Source: an optimization exercise on an open RTL-to-GDS flow (aim: small area, a short achievable clock period and few clock cycles). Production flows keep margins and buffers that such runs may drop. Where RTL was checked, it was by simulation tests only, not by an equivalence proof against the original. The flow treats the clock pin as an ideal source, which a real chip does not have.

==> inputs of trial 94 <==
## axis_cmult
module axis_cmult
#(
  parameter int IN_WIDTH  = 16,
  parameter int OUT_WIDTH = 16,
  parameter int SHIFT     = 15,
  parameter int ROUND     = 1
) (
  input  logic                     aclk,
  input  logic                     areset,
  input  logic [2*IN_WIDTH-1:0]    s_axis_a_tdata,
  input  logic                     s_axis_a_tvalid,
  output logic                     s_axis_a_tready,
  input  logic                     s_axis_a_tlast,
  input  logic [2*IN_WIDTH-1:0]    s_axis_b_tdata,
  input  logic                     s_axis_b_tvalid,
  output logic                     s_axis_b_tready,
  input  logic                     conj_b,
  output logic [2*OUT_WIDTH-1:0]   m_axis_tdata,
  output logic                     m_axis_tvalid,
  input  logic                     m_axis_tready,
  output logic                     m_axis_tlast,
  output logic                     ovf_sticky,
  input  logic                     ovf_clr
);
  logic v1, v2, v3, go, take;
  assign go   = !v3 || m_axis_tready;
  assign take = s_axis_a_tvalid && s_axis_b_tvalid && go;
  logic v3n;
  assign s_axis_a_tready = !areset && s_axis_b_tvalid && (v3n || m_axis_tready);
  assign s_axis_b_tready = !areset && s_axis_a_tvalid && (v3n || m_axis_tready);
  always_ff @(posedge aclk or posedge areset) begin
    if (areset) begin
      v1 <= 1'b0;
      v2 <= 1'b0;
      v3 <= 1'b0;
    end else if (go) begin
      v1 <= take;
      v2 <= v1;
      v3 <= v2;
    end
  end
  always_ff @(posedge aclk or posedge areset) begin
    if (areset) v3n <= 1'b1;
    else if (go) v3n <= !v2;
  end
  logic [16:0] brx, bix;
  assign brx = {s_axis_b_tdata[15:0], 1'b0};
  assign bix = {s_axis_b_tdata[31:16], 1'b0};
  logic [15:0] ar, ai;
  logic [7:0] br_one, br_two, br_neg, bi_one, bi_two, bi_nre, bi_nim;
  logic l1, l2, l3;
  always_ff @(posedge aclk) begin
    if (go) begin
      ar <= s_axis_a_tdata[15:0];
      ai <= s_axis_a_tdata[31:16];
      l1 <= s_axis_a_tlast;
      for (int k = 0; k < 8; k++) begin
        br_one[k] <= brx[2*k+1] ^ brx[2*k];
        br_two[k] <= (brx[2*k+2] & ~brx[2*k+1] & ~brx[2*k]) | (~brx[2*k+2] & brx[2*k+1] & brx[2*k]);
        br_neg[k] <= brx[2*k+2];
        bi_one[k] <= bix[2*k+1] ^ bix[2*k];
        bi_two[k] <= (bix[2*k+2] & ~bix[2*k+1] & ~bix[2*k]) | (~bix[2*k+2] & bix[2*k+1] & bix[2*k]);
        bi_nre[k] <= bix[2*k+2] ^ !conj_b;
  ...
Settings: LEC_CHECK=0, CAP_MARGIN=20, CORE_MARGIN=2, CORE_UTILIZATION=40, SETUP_SLACK_MARGIN=4.25, SLEW_MARGIN=20, SYNTH_HIERARCHICAL=1; clock period 8.5 ns.
standard.sh (not shown) runs the stock make flow with config.mk's settings and CLKGATE_MAP_FILE= SYNTH_SCRIPT=/design/flow/synth_recipe.tcl, a recipe that flattens the netlist after the stock synthesis.
==> flow/flow/run.sh <==
#!/bin/bash
# Own layout flow: the standard ORFS flow (standard.sh, standard synthesis unchanged)
# with extra ORFS make variables appended to its make command line.
set -euo pipefail
EXTRA=$(cat flow/extra_vars.txt)
sed "s|\"\${@:-finish}\"|$EXTRA \"\${@:-finish}\"|" standard.sh > my_standard.sh
bash my_standard.sh > flow_make.log 2>&1
==> flow/flow/extra_vars.txt <==
BUFFER_PORTS_ARGS="-buffer_cell sky130_fd_sc_hd__buf_1"
==> trial 16: changes against trial 94 <==
--- a/flow/design.v
+++ b/flow/design.v
@@ -874,11 +874,11 @@
   logic re_c780;
   logic re_s781;
   logic re_c782;
   logic re_s783;
   logic re_c784;
-  logic [13:0] re_lo;
+  logic [9:0] re_lo;
   logic im_p785;
   logic im_p786;
   logic im_p787;
   logic im_p788;
   logic im_p789;
@@ -1659,11 +1659,11 @@
   logic im_c1564;
   logic im_s1565;
   logic im_c1566;
   logic im_s1567;
   logic im_c1568;
-  logic [13:0] im_lo;
+  logic [9:0] im_lo;
   assign re_p1 = (br_one[0] & ar[0]) ^ br_neg[0];
   assign re_p2 = ((br_one[0] & ar[1]) | (br_two[0] & ar[0])) ^ br_neg[0];
   assign re_p3 = ((br_one[0] & ar[2]) | (br_two[0] & ar[1])) ^ br_neg[0];
   assign re_p4 = ((br_one[0] & ar[3]) | (br_two[0] & ar[2])) ^ br_neg[0];
   assign re_p5 = ((br_one[0] & ar[4]) | (br_two[0] & ar[3])) ^ br_neg[0];
@@ -2197,11 +2197,11 @@
   cmult_fa u_re_s775 (.a(re_c650), .b(re_s713), .c(re_c712), .s(re_s775), .co(re_c776));
   cmult_fa u_re_s777 (.a(re_s657), .b(re_c714), .c(re_s715), .s(re_s777), .co(re_c778));
   cmult_fa u_re_s779 (.a(re_c658), .b(re_s717), .c(re_c716), .s(re_s779), .co(re_c780));
   cmult_fa u_re_s781 (.a(re_c660), .b(re_s719), .c(re_c718), .s(re_s781), .co(re_c782));
   cmult_fa u_re_s783 (.a(~re_p272), .b(re_s721), .c(re_c720), .s(re_s783), .co(re_c784));
-  assign re_lo = {1'b0, {re_c746, re_c744, re_c742, re_c740, re_c738, re_c736, re_c734, re_c732, re_c730, re_c728, re_c726, re_c724, re_s723}} + {1'b0, {re_s747, re_s745, re_s743, re_s741, re_s739, re_s737, re_s735, re_s733, re_s731, re_s729, re_s727, re_s725, re_s663}};
+  assign re_lo = {1'b0, {re_c738, re_c736, re_c734, re_c732, re_c730, re_c728, re_c726, re_c724, re_s723}} + {1'b0, {re_s739, re_s737, re_s735, re_s733, re_s731, re_s729, re_s727, re_s725, re_s663}};
   assign im_p785 = (br_one[0] & ai[0]) ^ br_neg[0];
   assign im_p786 = ((br_one[0] & ai[1]) | (br_two[0] & ai[0])) ^ br_neg[0];
   assign im_p787 = ((br_one[0] & ai[2]) | (br_two[0] & ai[1])) ^ br_neg[0];
   assign im_p788 = ((br_one[0] & ai[3]) | (br_two[0] & ai[2])) ^ br_neg[0];
   assign im_p789 = ((br_one[0] & ai[4]) | (br_two[0] & ai[3])) ^ br_neg[0];
@@ -2735,12 +2735,20 @@
   cmult_fa u_im_s1559 (.a(im_c1434), .b(im_s1497), .c(im_c1496), .s(im_s1559), .co(im_c1560));
   cmult_fa u_im_s1561 (.a(im_s1441), .b(im_c1498), .c(im_s1499), .s(im_s1561), .co(im_c1562));
   cmult_fa u_im_s1563 (.a(im_c1442), .b(im_s1501), .c(im_c1500), .s(im_s1563), .co(im_c1564));
   cmult_fa u_im_s1565 (.a(im_c1444), .b(im_s1503), .c(im_c1502), .s(im_s1565), .co(im_c1566));
   cmult_fa u_im_s1567 (.a(~im_p1056), .b(im_s1505), .c(im_c1504), .s(im_s1567), .co(im_c1568));
-  assign im_lo = {1'b0, {im_c1530, im_c1528, im_c1526, im_c1524, im_c1522, im_c1520, im_c1518, im_c1516, im_c1514, im_c1512, im_c1510, im_c1508, im_s1507}} + {1'b0, {im_s1531, im_s1529, im_s1527, im_s1525, im_s1523, im_s1521, im_s1519, im_s1517, im_s1515, im_s1513, im_s1511, im_s1509, im_s1447}};
+  assign im_lo = {1'b0, {im_c1522, im_c1520, im_c1518, im_c1516, im_c1514, im_c1512, im_c1510, im_c1508, im_s1507}} + {1'b0, {im_s1523, im_s1521, im_s1519, im_s1517, im_s1515, im_s1513, im_s1511, im_s1509, im_s1447}};
   logic re_cin;
+  logic re_q9_0;
+  logic re_q9_1;
+  logic re_q10_0;
+  logic re_q10_1;
+  logic re_q11_0;
+  logic re_q11_1;
+  logic re_q12_0;
+  logic re_q12_1;
   logic re_q13_0;
   logic re_q13_1;
   logic re_q14_0;
   logic re_q14_1;
   logic re_q15_0;
@@ -2776,10 +2784,18 @@
   logic re_q30_0;
   logic re_q30_1;
   logic re_q31_0;
   logic re_q31_1;
   logic im_cin;
+  logic im_q9_0;
+  logic im_q9_1;
+  logic im_q10_0;
+  logic im_q10_1;
+  logic im_q11_0;
+  logic im_q11_1;
+  logic im_q12_0;
+  logic im_q12_1;
   logic im_q13_0;
   logic im_q13_1;
   logic im_q14_0;
   logic im_q14_1;
   logic im_q15_0;
@@ -2817,11 +2833,19 @@
   logic im_q31_0;
   logic im_q31_1;
   always_ff @(posedge aclk) begin
     if (go) begin
       l2 <= l1;
-      re_cin <= re_lo[13];
+      re_cin <= re_lo[9];
+      re_q9_0 <= re_c740;
+      re_q9_1 <= re_s741;
+      re_q10_0 <= re_c742;
+      re_q10_1 <= re_s743;
+      re_q11_0 <= re_c744;
+      re_q11_1 <= re_s745;
+      re_q12_0 <= re_c746;
+      re_q12_1 <= re_s747;
       re_q13_0 <= re_c748;
       re_q13_1 <= re_s749;
       re_q14_0 <= re_c750;
       re_q14_1 <= re_s751;
       re_q15_0 <= re_c752;
@@ -2856,11 +2880,19 @@
       re_q29_1 <= re_s781;
       re_q30_0 <= re_c782;
       re_q30_1 <= re_s783;
       re_q31_0 <= re_c784;
       re_q31_1 <= re_c722;
-      im_cin <= im_lo[13];
+      im_cin <= im_lo[9];
+      im_q9_0 <= im_c1524;
+      im_q9_1 <= im_s1525;
+      im_q10_0 <= im_c1526;
+      im_q10_1 <= im_s1527;
+      im_q11_0 <= im_c1528;
+      im_q11_1 <= im_s1529;
+      im_q12_0 <= im_c1530;
+      im_q12_1 <= im_s1531;
       im_q13_0 <= im_c1532;
       im_q13_1 <= im_s1533;
       im_q14_0 <= im_c1534;
       im_q14_1 <= im_s1535;
       im_q15_0 <= im_c1536;
@@ -2897,16 +2929,24 @@
       im_q30_1 <= im_s1567;
       im_q31_0 <= im_c1568;
       im_q31_1 <= im_c1506;
     end
   end
-  logic [32:13] re_x, re_y;
-  logic [19:0] re_sum;
+  logic [32:9] re_x, re_y;
+  logic [23:0] re_sum;
   logic [17:0] re_top;
-  logic [32:13] im_x, im_y;
-  logic [19:0] im_sum;
+  logic [32:9] im_x, im_y;
+  logic [23:0] im_sum;
   logic [17:0] im_top;
+  assign re_x[9] = re_q9_0;
+  assign re_y[9] = re_q9_1;
+  assign re_x[10] = re_q10_0;
+  assign re_y[10] = re_q10_1;
+  assign re_x[11] = re_q11_0;
+  assign re_y[11] = re_q11_1;
+  assign re_x[12] = re_q12_0;
+  assign re_y[12] = re_q12_1;
   assign re_x[13] = re_q13_0;
   assign re_y[13] = re_q13_1;
   assign re_x[14] = re_q14_0;
   assign re_y[14] = re_q14_1;
   assign re_x[15] = re_q15_0;
@@ -2944,11 +2984,19 @@
   assign re_x[31] = re_q31_0;
   assign re_y[31] = re_q31_1;
   assign re_x[32] = 1'b1;
   assign re_y[32] = 1'b0;
   assign re_sum = re_x + re_y + re_cin;
-  assign re_top = re_sum[19:2];
+  assign re_top = re_sum[23:6];
+  assign im_x[9] = im_q9_0;
+  assign im_y[9] = im_q9_1;
+  assign im_x[10] = im_q10_0;
+  assign im_y[10] = im_q10_1;
+  assign im_x[11] = im_q11_0;
+  assign im_y[11] = im_q11_1;
+  assign im_x[12] = im_q12_0;
+  assign im_y[12] = im_q12_1;
   assign im_x[13] = im_q13_0;
   assign im_y[13] = im_q13_1;
   assign im_x[14] = im_q14_0;
   assign im_y[14] = im_q14_1;
   assign im_x[15] = im_q15_0;
@@ -2986,11 +3034,11 @@
   assign im_x[31] = im_q31_0;
   assign im_y[31] = im_q31_1;
   assign im_x[32] = 1'b1;
   assign im_y[32] = 1'b0;
   assign im_sum = im_x + im_y + im_cin;
-  assign im_top = im_sum[19:2];
+  assign im_top = im_sum[23:6];
   logic [15:0] re_q, im_q;
   logic ovf_re, ovf_im;
   cmult_round_sat u_rs_re (.top(re_top), .dout(re_q), .ovf(ovf_re));
   cmult_round_sat u_rs_im (.top(im_top), .dout(im_q), .ovf(ovf_im));
   logic [31:0] d3;
==> flow/flow/run.sh (replaced) <==
#!/bin/bash
set -euo pipefail
EXTRA=$(cat flow/extra_vars.txt)
sed "s|\"\${@:-finish}\"|$EXTRA \"\${@:-finish}\"|" standard.sh > my_standard.sh
bash my_standard.sh cts > flow_make_cts.log 2>&1
export SKEW_RES=$PWD/orfs/results/sky130hd/axis_cmult/base
openroad -no_init -exit flow/skew.tcl > flow_skew.log 2>&1
bash my_standard.sh > flow_make.log 2>&1
==> flow/flow/skew.tcl (new file) <==
# Insert one clock buffer in front of the clock pins of the stage-2 (carry-save) registers.
set res $::env(SKEW_RES)
set plat $::env(FLOW_HOME)/platforms/sky130hd
read_liberty $plat/lib/sky130_fd_sc_hd__tt_025C_1v80.lib
read_db $res/4_cts.odb
read_sdc $res/4_cts.sdc
source $plat/setRC.tcl
set block [ord::get_db_block]
set groups [dict create]
foreach inst [$block getInsts] {
  set n [$inst getName]
  if {[string match "re_q*" $n] || [string match "im_q*" $n] || [string match "re_cin*" $n] || [string match "im_cin*" $n]} {
    set it [$inst findITerm CLK]
    set net [$it getNet]
    dict lappend groups [$net getName] $n
  }
}
set i 0
dict for {netname insts} $groups {
  set pins {}
  set sx 0; set sy 0
  foreach n $insts {
    lappend pins [get_pins -of_objects [get_cells $n] -filter "name == CLK"]
    set loc [[$block findInst $n] getLocation]
    set sx [expr {$sx + [lindex $loc 0]}]
    set sy [expr {$sy + [lindex $loc 1]}]
  }
  set k [llength $insts]
  set dbu [$block getDbUnitsPerMicron]
  set x [expr {double($sx) / $k / $dbu}]
  set y [expr {double($sy) / $k / $dbu}]
  puts "net $netname: $k sinks -> skewbuf_$i at $x $y"
  insert_buffer -buffer_cell sky130_fd_sc_hd__clkbuf_4 -net [get_nets $netname] -load_pins $pins \
    -location [list $x $y] -buffer_name skewbuf_$i -net_name skewnet_$i
  incr i
}
puts "inserted $i clock buffers"
global_connect
detailed_placement
check_placement -verbose
set_propagated_clock [all_clocks]
estimate_parasitics -placement
report_worst_slack -max
report_worst_slack -min
write_db $res/4_cts.odb
- SETUP_SLACK_MARGIN: 4.25 -> 4.4
==> build 96: changes against trial 94 <==
--- a/flow/design.v
+++ b/flow/design.v
@@ -874,11 +874,11 @@
   logic re_c780;
   logic re_s781;
   logic re_c782;
   logic re_s783;
   logic re_c784;
-  logic [13:0] re_lo;
+  logic [9:0] re_lo;
   logic im_p785;
   logic im_p786;
   logic im_p787;
   logic im_p788;
   logic im_p789;
@@ -1659,11 +1659,11 @@
   logic im_c1564;
   logic im_s1565;
   logic im_c1566;
   logic im_s1567;
   logic im_c1568;
-  logic [13:0] im_lo;
+  logic [9:0] im_lo;
   assign re_p1 = (br_one[0] & ar[0]) ^ br_neg[0];
   assign re_p2 = ((br_one[0] & ar[1]) | (br_two[0] & ar[0])) ^ br_neg[0];
   assign re_p3 = ((br_one[0] & ar[2]) | (br_two[0] & ar[1])) ^ br_neg[0];
   assign re_p4 = ((br_one[0] & ar[3]) | (br_two[0] & ar[2])) ^ br_neg[0];
   assign re_p5 = ((br_one[0] & ar[4]) | (br_two[0] & ar[3])) ^ br_neg[0];
@@ -2197,11 +2197,11 @@
   cmult_fa u_re_s775 (.a(re_c650), .b(re_s713), .c(re_c712), .s(re_s775), .co(re_c776));
   cmult_fa u_re_s777 (.a(re_s657), .b(re_c714), .c(re_s715), .s(re_s777), .co(re_c778));
   cmult_fa u_re_s779 (.a(re_c658), .b(re_s717), .c(re_c716), .s(re_s779), .co(re_c780));
   cmult_fa u_re_s781 (.a(re_c660), .b(re_s719), .c(re_c718), .s(re_s781), .co(re_c782));
   cmult_fa u_re_s783 (.a(~re_p272), .b(re_s721), .c(re_c720), .s(re_s783), .co(re_c784));
-  assign re_lo = {1'b0, {re_c746, re_c744, re_c742, re_c740, re_c738, re_c736, re_c734, re_c732, re_c730, re_c728, re_c726, re_c724, re_s723}} + {1'b0, {re_s747, re_s745, re_s743, re_s741, re_s739, re_s737, re_s735, re_s733, re_s731, re_s729, re_s727, re_s725, re_s663}};
+  assign re_lo = {1'b0, {re_c738, re_c736, re_c734, re_c732, re_c730, re_c728, re_c726, re_c724, re_s723}} + {1'b0, {re_s739, re_s737, re_s735, re_s733, re_s731, re_s729, re_s727, re_s725, re_s663}};
   assign im_p785 = (br_one[0] & ai[0]) ^ br_neg[0];
   assign im_p786 = ((br_one[0] & ai[1]) | (br_two[0] & ai[0])) ^ br_neg[0];
   assign im_p787 = ((br_one[0] & ai[2]) | (br_two[0] & ai[1])) ^ br_neg[0];
   assign im_p788 = ((br_one[0] & ai[3]) | (br_two[0] & ai[2])) ^ br_neg[0];
   assign im_p789 = ((br_one[0] & ai[4]) | (br_two[0] & ai[3])) ^ br_neg[0];
@@ -2735,12 +2735,20 @@
   cmult_fa u_im_s1559 (.a(im_c1434), .b(im_s1497), .c(im_c1496), .s(im_s1559), .co(im_c1560));
   cmult_fa u_im_s1561 (.a(im_s1441), .b(im_c1498), .c(im_s1499), .s(im_s1561), .co(im_c1562));
   cmult_fa u_im_s1563 (.a(im_c1442), .b(im_s1501), .c(im_c1500), .s(im_s1563), .co(im_c1564));
   cmult_fa u_im_s1565 (.a(im_c1444), .b(im_s1503), .c(im_c1502), .s(im_s1565), .co(im_c1566));
   cmult_fa u_im_s1567 (.a(~im_p1056), .b(im_s1505), .c(im_c1504), .s(im_s1567), .co(im_c1568));
-  assign im_lo = {1'b0, {im_c1530, im_c1528, im_c1526, im_c1524, im_c1522, im_c1520, im_c1518, im_c1516, im_c1514, im_c1512, im_c1510, im_c1508, im_s1507}} + {1'b0, {im_s1531, im_s1529, im_s1527, im_s1525, im_s1523, im_s1521, im_s1519, im_s1517, im_s1515, im_s1513, im_s1511, im_s1509, im_s1447}};
+  assign im_lo = {1'b0, {im_c1522, im_c1520, im_c1518, im_c1516, im_c1514, im_c1512, im_c1510, im_c1508, im_s1507}} + {1'b0, {im_s1523, im_s1521, im_s1519, im_s1517, im_s1515, im_s1513, im_s1511, im_s1509, im_s1447}};
   logic re_cin;
+  logic re_q9_0;
+  logic re_q9_1;
+  logic re_q10_0;
+  logic re_q10_1;
+  logic re_q11_0;
+  logic re_q11_1;
+  logic re_q12_0;
+  logic re_q12_1;
   logic re_q13_0;
   logic re_q13_1;
   logic re_q14_0;
   logic re_q14_1;
   logic re_q15_0;
@@ -2776,10 +2784,18 @@
   logic re_q30_0;
   logic re_q30_1;
   logic re_q31_0;
   logic re_q31_1;
   logic im_cin;
+  logic im_q9_0;
+  logic im_q9_1;
+  logic im_q10_0;
+  logic im_q10_1;
+  logic im_q11_0;
+  logic im_q11_1;
+  logic im_q12_0;
+  logic im_q12_1;
   logic im_q13_0;
   logic im_q13_1;
   logic im_q14_0;
   logic im_q14_1;
   logic im_q15_0;
@@ -2817,11 +2833,19 @@
   logic im_q31_0;
   logic im_q31_1;
   always_ff @(posedge aclk) begin
     if (go) begin
       l2 <= l1;
-      re_cin <= re_lo[13];
+      re_cin <= re_lo[9];
+      re_q9_0 <= re_c740;
+      re_q9_1 <= re_s741;
+      re_q10_0 <= re_c742;
+      re_q10_1 <= re_s743;
+      re_q11_0 <= re_c744;
+      re_q11_1 <= re_s745;
+      re_q12_0 <= re_c746;
+      re_q12_1 <= re_s747;
       re_q13_0 <= re_c748;
       re_q13_1 <= re_s749;
       re_q14_0 <= re_c750;
       re_q14_1 <= re_s751;
       re_q15_0 <= re_c752;
@@ -2856,11 +2880,19 @@
       re_q29_1 <= re_s781;
       re_q30_0 <= re_c782;
       re_q30_1 <= re_s783;
       re_q31_0 <= re_c784;
       re_q31_1 <= re_c722;
-      im_cin <= im_lo[13];
+      im_cin <= im_lo[9];
+      im_q9_0 <= im_c1524;
+      im_q9_1 <= im_s1525;
+      im_q10_0 <= im_c1526;
+      im_q10_1 <= im_s1527;
+      im_q11_0 <= im_c1528;
+      im_q11_1 <= im_s1529;
+      im_q12_0 <= im_c1530;
+      im_q12_1 <= im_s1531;
       im_q13_0 <= im_c1532;
       im_q13_1 <= im_s1533;
       im_q14_0 <= im_c1534;
       im_q14_1 <= im_s1535;
       im_q15_0 <= im_c1536;
@@ -2897,16 +2929,24 @@
       im_q30_1 <= im_s1567;
       im_q31_0 <= im_c1568;
       im_q31_1 <= im_c1506;
     end
   end
-  logic [32:13] re_x, re_y;
-  logic [19:0] re_sum;
+  logic [32:9] re_x, re_y;
+  logic [23:0] re_sum;
   logic [17:0] re_top;
-  logic [32:13] im_x, im_y;
-  logic [19:0] im_sum;
+  logic [32:9] im_x, im_y;
+  logic [23:0] im_sum;
   logic [17:0] im_top;
+  assign re_x[9] = re_q9_0;
+  assign re_y[9] = re_q9_1;
+  assign re_x[10] = re_q10_0;
+  assign re_y[10] = re_q10_1;
+  assign re_x[11] = re_q11_0;
+  assign re_y[11] = re_q11_1;
+  assign re_x[12] = re_q12_0;
+  assign re_y[12] = re_q12_1;
   assign re_x[13] = re_q13_0;
   assign re_y[13] = re_q13_1;
   assign re_x[14] = re_q14_0;
   assign re_y[14] = re_q14_1;
   assign re_x[15] = re_q15_0;
@@ -2944,11 +2984,19 @@
   assign re_x[31] = re_q31_0;
   assign re_y[31] = re_q31_1;
   assign re_x[32] = 1'b1;
   assign re_y[32] = 1'b0;
   assign re_sum = re_x + re_y + re_cin;
-  assign re_top = re_sum[19:2];
+  assign re_top = re_sum[23:6];
+  assign im_x[9] = im_q9_0;
+  assign im_y[9] = im_q9_1;
+  assign im_x[10] = im_q10_0;
+  assign im_y[10] = im_q10_1;
+  assign im_x[11] = im_q11_0;
+  assign im_y[11] = im_q11_1;
+  assign im_x[12] = im_q12_0;
+  assign im_y[12] = im_q12_1;
   assign im_x[13] = im_q13_0;
   assign im_y[13] = im_q13_1;
   assign im_x[14] = im_q14_0;
   assign im_y[14] = im_q14_1;
   assign im_x[15] = im_q15_0;
@@ -2986,11 +3034,11 @@
   assign im_x[31] = im_q31_0;
   assign im_y[31] = im_q31_1;
   assign im_x[32] = 1'b1;
   assign im_y[32] = 1'b0;
   assign im_sum = im_x + im_y + im_cin;
-  assign im_top = im_sum[19:2];
+  assign im_top = im_sum[23:6];
   logic [15:0] re_q, im_q;
   logic ovf_re, ovf_im;
   cmult_round_sat u_rs_re (.top(re_top), .dout(re_q), .ovf(ovf_re));
   cmult_round_sat u_rs_im (.top(im_top), .dout(im_q), .ovf(ovf_im));
   logic [31:0] d3;
- SETUP_SLACK_MARGIN: 4.25 -> 4.15
==> summary of the runs <==
- First-iteration DRC count: build 96 > trial 16 > trial 94.
- Of build 96 and trial 16, trial 16 has the higher fmax (gap about 6%, measured against trial 16).
- Wire length: trial 94 is lower than build 96 (about 3.8%).
- Between trial 16 and build 96, the lower design area is in build 96 (gap about 2.5%, measured against build 96).
- In flip-flop and latch count, build 96 and trial 16 do not differ.
- In synthesized area, trial 16 and build 96 do not differ.
==> figures <==
Met2 Usage GRT: build 96 39.02%; trial 94 38.38%; trial 16 38.65%
Post-CTS setup repair buffer count: build 96 7; trial 94 40; trial 16 25
Number of clock buffers in the layout: build 96 33; trial 94 32; trial 16 54
Post-cts resize count: build 96 1; trial 94 56; trial 16 107
Result of the run: build 96 finished clean; trial 94 finished clean; trial 16 finished clean
Area share of fa/ha/maj cells after synthesis: build 96 35.36%; trial 94 36.23%; trial 16 35.36%
Synth Area in Compound Gates: build 96 17.01%; trial 94 17.11%; trial 16 17.01%
HPWL reported at the end of detailed placement: build 96 59140 um; trial 94 57490 um; trial 16 59700 um
Number of antenna violations at the first check in global routing: build 96 1; trial 94 0; trial 16 2
Worst path max stage delay: build 96 0.53 ns; trial 94 0.52 ns; trial 16 0.54 ns
Global-route wire length before repair: build 96 146300 um; trial 94 139600 um; trial 16 148400 um
Final net count: build 96 3208; trial 94 3193; trial 16 3250
Testbench counts of trial 16, summed over its fixed seeds: cycles 24,024.
Testbench counts of build 96, summed over its fixed seeds: cycles 24,024.
For trial 94, only the layout was checked, not whether the RTL still works.

[afterwards: timing with drivers on the ports]
The results above use ideal ports. As a check the final layouts listed here were re-extracted and re-timed, cells and wires unchanged. Step 1 sets driving cells, clkbuf_16 on the clock port and buf_2 on the other inputs (assumed; they add their load-dependent delay and slew). Step 2 also shifts input and output timing later by t, the mid clock arrival at the registers, as if the neighbouring blocks saw the same clock. Slacks: ideal / step 1 / step 2; pairs: ideal / step 1.
run | t, ns | setup slack, ns | worst setup path after step 2 | worst slew at a driven data input, ns | cell pins on the clock port's net
trial 94 | 0.648 | 3.948 / 3.948 / 3.948 | register to register | 0.06 | 1
trial 16 | 0.726 | 4.484 / 4.484 / 4.484 | register to register | 0.07 | 1
build 96 | 0.652 | 4.213 / 4.213 / 4.213 | register to register | 0.07 | 1
After both steps every run listed still meets setup and hold.
